From an optimization exercise on the open Yosys and OpenROAD flow, aimed at small area, a short achievable clock period and few clock cycles per item; shortcuts taken in it are not production practice. Only simulation tests tie the RTL to the original design; equivalence was not proved. No activity file was given, so power comes from the tool's default toggle rates.

garnet:
==> module sos_ctrl, before the edit <==
module sos_ctrl (
   input  wire logic        clock,
   input  wire logic        reset,
   input  wire logic        accept,
   input  wire logic [36:0] req_data,
   input  wire logic [4:0]  eff_cap,         
   input  wire logic [4:0]  eff_cap_m2,      
   input  wire logic        cap_we,
   input  wire logic [4:0]  cap_wdata,       
   output logic [127:0]     push_sel,
   output logic [1:0]       status,
   output logic             all_empty,
   output logic             current_full,
   output logic [2:0]       current_stack,
   output logic [7:0]       top_stack,       
   output logic [15:0]      top_pos          
);
   logic [4:0] fill_ff [8];
   logic [7:0] cur_ff;               
   logic [1:0] act;
   logic [2:0] idx;
   assign act = req_data[36:35];
   assign idx = req_data[2:0];
   logic [7:0] full_ff;              
   logic [7:0] almost_ff;            
   logic [7:0] ne, one, eq_0, eq_m2, wr_full, wr_almost;
   logic [15:0] pos [8];             
   logic [15:0] pos_m1 [8];          
   always_comb begin
      for (int i = 0; i < 8; i++) begin
         ne[i]        = (fill_ff[i] != 5'd0);
         one[i]       = (fill_ff[i] == 5'd1);
         eq_0[i]      = (fill_ff[i] == eff_cap);
         eq_m2[i]     = (fill_ff[i] == eff_cap_m2);
         wr_full[i]   = (fill_ff[i] >= cap_wdata);
         wr_almost[i] = (6'(fill_ff[i]) + 6'd1 >= 6'(cap_wdata));
         for (int p = 0; p < 16; p++) begin
            pos[i][p]    = (fill_ff[i] == 5'(p));
            pos_m1[i][p] = (fill_ff[i] == 5'(p + 1));
         end
      end
   end
   logic [7:0] cur_nxt, cur_le;
   logic       cur_full, nxt_full, nxt_almost, cur_almost, at_last;
   always_comb begin
      cur_nxt = {cur_ff[6:0], 1'b0};
      for (int i = 0; i < 8; i++) begin
         cur_le[i] = |(cur_ff >> i);           
      end
   end
   assign cur_full   = |(cur_ff & full_ff);
   assign cur_almost = |(cur_ff & almost_ff);
   assign nxt_full   = |(cur_nxt & full_ff);
   assign nxt_almost = |(cur_nxt & almost_ff);
   assign at_last    = cur_ff[7];
   logic is_push, is_pop, is_popat, is_top;
   assign is_push  = (act == sos_pkg::ACT_PUSH);
   assign is_pop   = (act == sos_pkg::ACT_POP);
   assign is_popat = (act == sos_pkg::ACT_POP_AT);
   assign is_top   = (act == sos_pkg::ACT_TOP);
   logic       over;
   logic [7:0] tgt;
   assign over = cur_full && (at_last || nxt_full);
   assign tgt  = cur_full ? cur_nxt : cur_ff;
   logic [7:0] le, cand, s;
   logic       under;
   always_comb begin
      for (int i = 0; i < 8; i++) begin
         le[i] = is_popat ? (3'(i) <= idx) : cur_le[i];
      end
      cand = le & ne;
      for (int i = 0; i < 8; i++) begin
         s[i] = (i == 0) ? !(|cand[7:1]) : (cand[i] && !(|(cand >> (i + 1))));
      end
   end
   assign under = !(|cand);
   logic       push_ok, pop_ok;
   logic [7:0] inc, dec;
   assign push_ok = is_push && !over;
   assign pop_ok  = (is_pop || is_popat) && !under;
   assign inc     = push_ok ? tgt : 8'd0;
   assign dec     = pop_ok ? s : 8'd0;
   logic [4:0] fill_nx [8];
   logic [7:0] ne_nx, full_nx, almost_nx, cur_nx;
   always_comb begin
      for (int i = 0; i < 8; i++) begin
         full_nx[i]   = inc[i] ? almost_ff[i] : (full_ff[i] && !(dec[i] && eq_0[i]));
         almost_nx[i] = inc[i] ? (almost_ff[i] || eq_m2[i]) : (dec[i] ? full_ff[i] : almost_ff[i]);
         fill_nx[i]   = inc[i] ? (fill_ff[i] + 5'd1) : (dec[i] ? (fill_ff[i] - 5'd1) : fill_ff[i]);
         ne_nx[i]     = inc[i] || (ne[i] && !(dec[i] && one[i]));
      end
      if (is_push) begin
         cur_nx = push_ok ? tgt : cur_ff;
      end else if (is_popat) begin
         cur_nx = cur_ff;
      end else begin
         cur_nx = s;
      end
   end
   always_ff @(posedge clock) begin
      if (reset) begin
         for (int i = 0; i < 8; i++) begin
            fill_ff[i] <= 5'd0;
         end
         full_ff   <= 8'd0;
         almost_ff <= 8'd0;
         cur_ff    <= 8'd1;
      end else if (accept) begin
         for (int i = 0; i < 8; i++) begin
            fill_ff[i] <= fill_nx[i];
         end
         full_ff   <= full_nx;
         almost_ff <= almost_nx;
         cur_ff    <= cur_nx;
      end else if (cap_we) begin
         full_ff   <= wr_full;
         almost_ff <= wr_almost;
      end
   end
   logic [127:0] slot;
   always_comb begin
      for (int i = 0; i < 8; i++) begin
         for (int p = 0; p < 16; p++) begin
            slot[i * 16 + p] = (cur_ff[i] || cur_nxt[i]) && pos[i][p];
         end
      end
      push_sel = slot & {128{accept && is_push}};
   end
   logic top_ok;
   assign top_ok    = is_top && !under;
   assign top_stack = top_ok ? s : 8'd0;
   always_comb begin
      top_pos = '0;
      for (int i = 0; i < 8; i++) begin
         top_pos = top_pos | (pos_m1[i] & {16{s[i]}});
      end
   end
   function automatic logic [2:0] enc(input logic [7:0] oh);
      enc = {|oh[7:4], |{oh[7:6], oh[3:2]}, |{oh[7], oh[5], oh[3], oh[1]}};
   endfunction
   always_comb begin
      status = sos_pkg::ST_OK;
      if (is_push && over) begin
         status = sos_pkg::ST_OVER;
      end else if (!is_push && under) begin
         status = sos_pkg::ST_UNDER;
      end
      all_empty     = !(|ne_nx);
      if (is_push) begin
         current_full = over || (cur_full ? nxt_almost : cur_almost);
      end else if (is_popat) begin
         current_full = |(cur_ff & full_ff & ~(dec & eq_0));
      end else begin
         current_full = |(s & full_ff & ~(dec & eq_0));
      end
      current_stack = enc(cur_nx);
   end
endmodule
export LEC_CHECK = 0
export CAP_MARGIN = 20
export CORE_MARGIN = 2
export CORE_UTILIZATION = 40
export CTS_CLUSTER_DIAMETER = 100
export CTS_CLUSTER_SIZE = 24
export SETUP_SLACK_MARGIN = 4.5
export SLEW_MARGIN = 20
export TNS_END_PERCENT = 5
create_clock -name core_clock -period 8.0 [get_ports {clock}]
standard.sh (not shown) runs the stock make flow with config.mk's settings and CLKGATE_MAP_FILE= SYNTH_SCRIPT=/design/flow/synth_recipe.tcl, a recipe that flattens the netlist after the stock synthesis.
==> flow/flow/run.sh <==
#!/bin/bash
# The standard layout, with plain buffers (not delay buffers) on the ports.
set -euo pipefail
bash standard.sh "BUFFER_PORTS_ARGS=-buffer_cell sky130_fd_sc_hd__buf_4" finish > standard_flow.log 2>&1
Testbench counts of garnet, summed over its fixed seeds: cycles 9,616, items 9,600.
Changes in fjord relative to garnet:
diff --git a/flow/design.v b/flow/design.v
--- a/flow/design.v
+++ b/flow/design.v
@@ -166,20 +166,18 @@
          cur_ff    <= cur_nx;
       end else if (cap_we) begin
          full_ff   <= wr_full;
          almost_ff <= wr_almost;
       end
    end
-   logic [127:0] slot;
    always_comb begin
       for (int i = 0; i < 8; i++) begin
          for (int p = 0; p < 16; p++) begin
-            slot[i * 16 + p] = (cur_ff[i] || cur_nxt[i]) && pos[i][p];
+            push_sel[i * 16 + p] = (cur_ff[i] || cur_nxt[i]) && pos[i][p];
          end
       end
-      push_sel = slot & {128{accept && is_push}};
    end
    logic top_ok;
    assign top_ok    = is_top && !under;
    assign top_stack = top_ok ? s : 8'd0;
    always_comb begin
       top_pos = '0;
Results
[diff] shortest period the worst path allows, fjord relative to garnet: improvement
Looking at critical path startpoint, the u_dp.s1_pos_ff[4] result is from garnet; the u_dp.s1_pos_ff[8] one comes from fjord.
fjord vs garnet on ratio of cells with drive above 1 in the final layout: fjord is the lower one.
fjord vs garnet on total power after layout: fjord is the higher one.
[compare] base=garnet new=fjord: die area flat, routed wire length up about 0.5%, sequential share of layout area up 0.70 points, setup slack of the worst register-to-register path flat.
Diff garnet -> fjord: starting density of the core stayed essentially flat, clock skew fell by 65 ps.
| y dimension of the die | fjord vs garnet | ≈ equal |
Testbench counts of fjord, summed over its fixed seeds: cycles 9,616, items 9,600.

[separate check: timing with driven ports]
How much do the figures lean on ideal ports? The routed layouts below were timed once more, with nothing changed but the port constraints.
Step 1 (the two cells are an assumption about what drives the block):
set clk [get_ports {clock}]
set_driving_cell -lib_cell sky130_fd_sc_hd__clkbuf_16 $clk
set_driving_cell -lib_cell sky130_fd_sc_hd__buf_2 [delete_from_list [all_inputs] $clk]
Step 2 adds t to the input delays and takes it off the output delays; t is the mean of the earliest and latest rising clock arrival at the registers after step 1. Input paths then give back, and output paths get back, about the clock's delay inside the block.
Three values: no drivers, after step 1, after step 2; two values: the first two.
run | t (ns) | setup WS [ns] | worst hold slack (ns) | clock arrival spread, ns | pins driven straight from the clock port
garnet | 1.067 | 4.184 / 4.184 / 3.349 | 0.442 / 0.442 / 0.442 | 0.138 / 0.137 | 1
fjord | 1.054 | 4.195 / 4.195 / 3.435 | 0.418 / 0.418 / 0.418 | 0.074 / 0.075 | 1
After both steps setup and hold are still met in every run listed. The setup slack of garnet, which loses most, moves by 0.000 ns with the drivers and by -0.835 ns with both steps.
